This is an optimization exercise on Yosys and OpenROAD, whose aim is small area, not a production implementation. The RTL was checked by simulation tests, not by an equivalence proof against the original design. No activity file was given, so power comes from the tool's default toggle rates.

==> flow/design.v (excerpt) <==
module pid_controller_clamped_unit #(
  parameter int unsigned UPDATE_RATE_HZ = 30
) (
  input  wire                               clk_i,
  input  wire                               rst_ni,
  input  wire                               cfg_valid_i,
  output logic                              cfg_ready_o,
  input  wire  [pcc_pkg::CfgIdxW-1:0]       cfg_index_i,
  input  wire  [pcc_pkg::DataW-1:0]         cfg_data_i,
  input  wire                               in_valid_i,
  output logic                              in_ready_o,
  input  wire                               time_passed_i,
  input  wire  signed [pcc_pkg::DataW-1:0]  setpoint_i,
  input  wire  signed [pcc_pkg::DataW-1:0]  measured_i,
  output logic                              out_valid_o,
  input  wire                               out_ready_i,
  output logic signed [pcc_pkg::DataW-1:0]  drive_o
);
Size in the first run: about 600 cells after synthesis, roughly 220 flip-flops.
clock: 11.0 ns
lec_check: 0
cap_margin: 20
core_margin: 2
core_utilization: 60
cts_buf_list: sky130_fd_sc_hd__clkbuf_8
cts_cluster_diameter: 60
cts_cluster_size: 16
slew_margin: 20
standard.sh (not shown) runs the stock make flow with config.mk's settings and CLKGATE_MAP_FILE= SYNTH_SCRIPT=/design/flow/synth_recipe.tcl, a recipe that flattens the netlist after the stock synthesis.
==> flow/flow/run.sh <==
#!/bin/bash
# The standard layout with three changes:
#  - synthesis maps with an area-oriented ABC script (flow/abc_area.script in
#    place of ORFS's abc_speed.script; everything else in the scripts folder
#    is ORFS's own, copied unchanged);
#  - the port buffers are the smallest buffer cell;
#  - the clock tree is built from clkbuf_8 without dummy loads.
set -euo pipefail
here=$PWD
rm -rf "$here/scripts_area"
cp -r "$FLOW_HOME/scripts" "$here/scripts_area"
cp "$here/flow/abc_area.script" "$here/scripts_area/abc_speed.script"
export BUFFER_PORTS_ARGS="-buffer_cell sky130_fd_sc_hd__buf_1"
export CTS_ARGS="-sink_clustering_enable -repair_clock_nets -buf_list sky130_fd_sc_hd__clkbuf_4 -sink_clustering_size 10 -sink_clustering_max_diameter 50 -dont_use_dummy_load"
bash standard.sh "SCRIPTS_DIR=$here/scripts_area" finish > standard.log 2>&1
==> flow/flow/abc_area.script <==
&get -n
&st
&dch -f
&nf -a
&st
&syn2
&dch -f
&nf -a
&put
Change:
--- a/flow/flow/run.sh
+++ b/flow/flow/run.sh
@@ -12,4 +12,4 @@
 cp "$here/flow/abc_area.script" "$here/scripts_area/abc_speed.script"
 export BUFFER_PORTS_ARGS="-buffer_cell sky130_fd_sc_hd__buf_1"
-export CTS_ARGS="-sink_clustering_enable -repair_clock_nets -buf_list sky130_fd_sc_hd__clkbuf_4 -sink_clustering_size 10 -sink_clustering_max_diameter 50 -dont_use_dummy_load"
+export CTS_ARGS="-sink_clustering_enable -repair_clock_nets -buf_list sky130_fd_sc_hd__clkbuf_8 -sink_clustering_size 16 -sink_clustering_max_diameter 60 -dont_use_dummy_load"
 bash standard.sh "SCRIPTS_DIR=$here/scripts_area" finish > standard.log 2>&1
CORE_UTILIZATION = 75   (was 60)
PLACE_DENSITY = 0.8   (was default)
What happened:
- The new run completed without violations
- worst setup slack got worse by 0.091 ns
- clock power rose by 6.7%
- total power rose by 2.0%
- first-iteration DRC count rose by 11%
- critical path depth is unchanged
Change:
CORE_UTILIZATION = 60   (was 75)
PLACE_DENSITY = default   (was 0.8)
After rerunning:
- worst setup slack barely changes
- non-clock buffer count rose by 2
- first-iteration DRC count fell by 19%
- cell count rose by 4.6%
- synthesized area is unchanged
- core utilization fell by 15 points
- flip-flop and latch count is unchanged
- wire length fell by 2.2%


## lane 1
Another version of the RTL of pid_controller_clamped_unit (not shown whole).
Size: ~76 I/O pins, roughly 0.0086 mm2 of cells after synthesis.
Settings: LEC_CHECK=0, CAP_MARGIN=0, CORE_MARGIN=2, CORE_UTILIZATION=60, CTS_BUF_LIST=sky130_fd_sc_hd__clkbuf_8, CTS_CLUSTER_DIAMETER=60, CTS_CLUSTER_SIZE=20, SLEW_MARGIN=0; clock period 11.0 ns.
==> flow/flow/run.sh <==
#!/bin/bash
# The standard layout with three changes:
#  - synthesis maps with an area-oriented ABC script (flow/abc_area.script in
#    place of ORFS's abc_speed.script; everything else in the scripts folder
#    is ORFS's own, copied unchanged);
#  - the port buffers are the smallest buffer cell;
#  - the clock tree is built from clkbuf_8 without dummy loads.
set -euo pipefail
here=$PWD
rm -rf "$here/scripts_area"
cp -r "$FLOW_HOME/scripts" "$here/scripts_area"
cp "$here/flow/abc_area.script" "$here/scripts_area/abc_speed.script"
export BUFFER_PORTS_ARGS="-buffer_cell sky130_fd_sc_hd__buf_1"
export CTS_ARGS="-sink_clustering_enable -repair_clock_nets -buf_list sky130_fd_sc_hd__clkbuf_8 -sink_clustering_size 20 -sink_clustering_max_diameter 60 -dont_use_dummy_load"
bash standard.sh "SCRIPTS_DIR=$here/scripts_area" finish > standard.log 2>&1
Scripts as last shown in full above: flow/flow/abc_area.script
The following lists how lane 2 was set up differently from lane 1:
-- flow/flow/run.sh --
<<< lane 1, line 12
cp "$here/flow/abc_area.script" "$here/scripts_area/abc_speed.script"
export BUFFER_PORTS_ARGS="-buffer_cell sky130_fd_sc_hd__buf_1"
export CTS_ARGS="-sink_clustering_enable -repair_clock_nets -buf_list sky130_fd_sc_hd__clkbuf_8 -sink_clustering_size 20 -sink_clustering_max_diameter 60 -dont_use_dummy_load"
bash standard.sh "SCRIPTS_DIR=$here/scripts_area" finish > standard.log 2>&1
>>> lane 2, line 12
cp "$here/flow/abc_area.script" "$here/scripts_area/abc_speed.script"
export BUFFER_PORTS_ARGS="-buffer_cell sky130_fd_sc_hd__buf_1"
export CTS_ARGS="-sink_clustering_enable -repair_clock_nets -buf_list {sky130_fd_sc_hd__clkbuf_8 sky130_fd_sc_hd__clkbuf_16} -sink_clustering_size 24 -sink_clustering_max_diameter 70 -dont_use_dummy_load"
bash standard.sh "SCRIPTS_DIR=$here/scripts_area" finish > standard.log 2>&1
==> flow/config.mk <==
export PLATFORM = sky130hd
export DESIGN_NAME = pid_controller_clamped_unit
export DESIGN_NICKNAME = pid_controller_clamped_unit
export VERILOG_FILES = /design/flow/design.v
export SDC_FILE = /design/flow/constraint.sdc
export NUM_CORES = 4
export LEC_CHECK = 0
export CAP_MARGIN = 20
export CORE_MARGIN = 2
export CORE_UTILIZATION = 60
export CTS_BUF_LIST = sky130_fd_sc_hd__clkbuf_8
export CTS_CLUSTER_DIAMETER = 60
export CTS_CLUSTER_SIZE = 16
export SLEW_MARGIN = 20
Findings:
- Switching power summed over all nets on lane 2 is up relative to lane 1.
- Comparing lane 1 against lane 2, there is no change at all in fraction of the mapped netlist area in compound gates.
- Lane 1 → lane 2: final cell count roughly the same; overall power of the completed layout higher; clock share of power higher.
- Of lane 1 and lane 2, the lower register fraction of the total cell area belongs to lane 2.
- Diff lane 1 -> lane 2: met1 track utilization from global routing now sits lower; die area flat.
Relative to lane 2, the following input files were edited for lane 3:
-- flow/flow/run.sh --
<<< lane 2, line 12
cp "$here/flow/abc_area.script" "$here/scripts_area/abc_speed.script"
export BUFFER_PORTS_ARGS="-buffer_cell sky130_fd_sc_hd__buf_1"
export CTS_ARGS="-sink_clustering_enable -repair_clock_nets -buf_list {sky130_fd_sc_hd__clkbuf_8 sky130_fd_sc_hd__clkbuf_16} -sink_clustering_size 24 -sink_clustering_max_diameter 70 -dont_use_dummy_load"
bash standard.sh "SCRIPTS_DIR=$here/scripts_area" finish > standard.log 2>&1
>>> lane 3, line 12
cp "$here/flow/abc_area.script" "$here/scripts_area/abc_speed.script"
export BUFFER_PORTS_ARGS="-buffer_cell sky130_fd_sc_hd__buf_1"
export CTS_ARGS="-sink_clustering_enable -repair_clock_nets -buf_list sky130_fd_sc_hd__clkbuf_8 -sink_clustering_size 20 -sink_clustering_max_diameter 60 -dont_use_dummy_load"
bash standard.sh "SCRIPTS_DIR=$here/scripts_area" finish > standard.log 2>&1
### Flow results
Lane 2 completed every stage of the flow, and the final layout passed the timing, DRC and antenna checks.
Lane 3 finished every stage and its layout cleared the timing, DRC and antenna checks.
The run showing the greater least setup slack across all paths after layout is lane 3.
Relative to lane 2, area growth from synthesis to layout has decreased by 1.4 points in lane 3.
Between lane 3 and lane 2, the wire length is higher for lane 2.
[lane 3] wire length on met3 fell 12 um relative to lane 2
Edits applied to the flow inputs when going from lane 3 to lane 4:
-- flow/flow/run.sh --
<<< lane 3, line 12
cp "$here/flow/abc_area.script" "$here/scripts_area/abc_speed.script"
export BUFFER_PORTS_ARGS="-buffer_cell sky130_fd_sc_hd__buf_1"
export CTS_ARGS="-sink_clustering_enable -repair_clock_nets -buf_list sky130_fd_sc_hd__clkbuf_8 -sink_clustering_size 20 -sink_clustering_max_diameter 60 -dont_use_dummy_load"
bash standard.sh "SCRIPTS_DIR=$here/scripts_area" finish > standard.log 2>&1
>>> lane 4, line 12
cp "$here/flow/abc_area.script" "$here/scripts_area/abc_speed.script"
export BUFFER_PORTS_ARGS="-buffer_cell sky130_fd_sc_hd__buf_1"
export CTS_ARGS="-sink_clustering_enable -repair_clock_nets -buf_list sky130_fd_sc_hd__clkbuf_8 -sink_clustering_size 16 -sink_clustering_max_diameter 60 -dont_use_dummy_load"
bash standard.sh "SCRIPTS_DIR=$here/scripts_area" finish > standard.log 2>&1
-- flow/config.mk --
<<< lane 3, line 12
export CTS_CLUSTER_DIAMETER = 60
export CTS_CLUSTER_SIZE = 16
export SLEW_MARGIN = 20
>>> lane 4, line 12
export CTS_CLUSTER_DIAMETER = 60
export CTS_CLUSTER_SIZE = 16
export GPL_TIMING_DRIVEN = 0
export SLEW_MARGIN = 20
==> results.txt <==
Worst slack on hold paths (higher): lane 3
Any difference in clock transition time at the flip-flop clock pins of the worst setup and hold paths between lane 3 and lane 4 is small enough to ignore.
Lane 4 gives more share of cell area taken by multi-input logic gates than lane 3 did.
Filler cell count in the final layout (lane 4 over lane 3): increase, 4
Lane 4 ended with more total power than lane 3.
[compare] base=lane 3 new=lane 4: post-detailed-routing wire length now sits lower, global-route usage over all layers decreased by 0.79 points relative to the old numbers, reported max-cap violation count neither gained nor lost much, post-synthesis to final-layout area growth higher.
As far as sequential cell area fraction in the yosys report goes, lane 3 and lane 4 are indistinguishable; the numbers are identical.
#### Input delta (lane 5 over lane 4)
-- flow/flow/run.sh --
<<< lane 4, line 12
cp "$here/flow/abc_area.script" "$here/scripts_area/abc_speed.script"
export BUFFER_PORTS_ARGS="-buffer_cell sky130_fd_sc_hd__buf_1"
export CTS_ARGS="-sink_clustering_enable -repair_clock_nets -buf_list sky130_fd_sc_hd__clkbuf_8 -sink_clustering_size 16 -sink_clustering_max_diameter 60 -dont_use_dummy_load"
bash standard.sh "SCRIPTS_DIR=$here/scripts_area" finish > standard.log 2>&1
>>> lane 5, line 12
cp "$here/flow/abc_area.script" "$here/scripts_area/abc_speed.script"
export BUFFER_PORTS_ARGS="-buffer_cell sky130_fd_sc_hd__buf_1"
export CTS_ARGS="-sink_clustering_enable -repair_clock_nets -buf_list sky130_fd_sc_hd__clkbuf_4 -sink_clustering_size 8 -sink_clustering_max_diameter 40 -dont_use_dummy_load"
bash standard.sh "SCRIPTS_DIR=$here/scripts_area" finish > standard.log 2>&1
-- flow/config.mk --
<<< lane 4, line 12
export CTS_CLUSTER_DIAMETER = 60
export CTS_CLUSTER_SIZE = 16
export GPL_TIMING_DRIVEN = 0
export SLEW_MARGIN = 20
>>> lane 5, line 12
export CTS_CLUSTER_DIAMETER = 60
export CTS_CLUSTER_SIZE = 16
export SLEW_MARGIN = 20
==> results.txt <==
Lane 5: flow completed, timing, DRC and antenna clean
The run showing the greater total power density per cell area is lane 5.
Cmp lane 5 and lane 4 / logic depth of the worst setup path including buffers / lower: lane 4
Compared with lane 4, in lane 5 slew at the pin closest to its max-slew limit dropped 100 ps; final area saw little to no change; global-route wire length before repair saw an increase; share of cell area taken by multi-input logic gates lower.
The final setup slack of the worst path reported for lane 5 is greater than that of lane 4 by 93 ps.
Compared with lane 4, lane 5 shows a global-route usage that is 1.6 points higher.
Sequential share of power down 1.0 points in lane 5 wrt lane 4

==> what the ideal ports hide <==
Ports are ideal in the flow. The routed layouts listed here were re-timed in OpenROAD.
Step 1: set_driving_cell puts a clkbuf_16 on clk_i and a buf_2 on each other input, an assumption about the parent block.
Step 2 adds t to the input delays and takes it off the output delays; t is the mean of the earliest and latest rising clock arrival at the registers after step 1. Input paths then give back, and output paths get back, about the clock's delay inside the block.
Three values: ideal ports, drivers, drivers and shift; two values: the first two.
run | t, ns | setup slack, ns | worst setup path at the end
the first run of note 1 | 0.649 | 0.598 / 0.611 / -0.038 | input to register
the second run of note 1 | 0.522 | 0.507 / 0.522 / -0.001 | input to register
the third run of note 1 | 0.516 | 0.507 / 0.522 / 0.006 | input to register
lane 1 | 0.520 | 0.398 / 0.414 / -0.106 | input to register
lane 2 | 0.497 | 0.367 / 0.386 / -0.111 | input to register
lane 3 | 0.522 | 0.392 / 0.407 / -0.114 | input to register
lane 4 | 0.536 | 0.406 / 0.427 / -0.110 | input to register
lane 5 | 0.601 | 0.499 / 0.515 / -0.086 | input to register
Met with ideal ports but missed after step 2: setup timing in 7 of these runs. The setup slack of the first run of note 1, which loses most, moves by +0.013 ns with the drivers and by -0.636 ns with both steps.
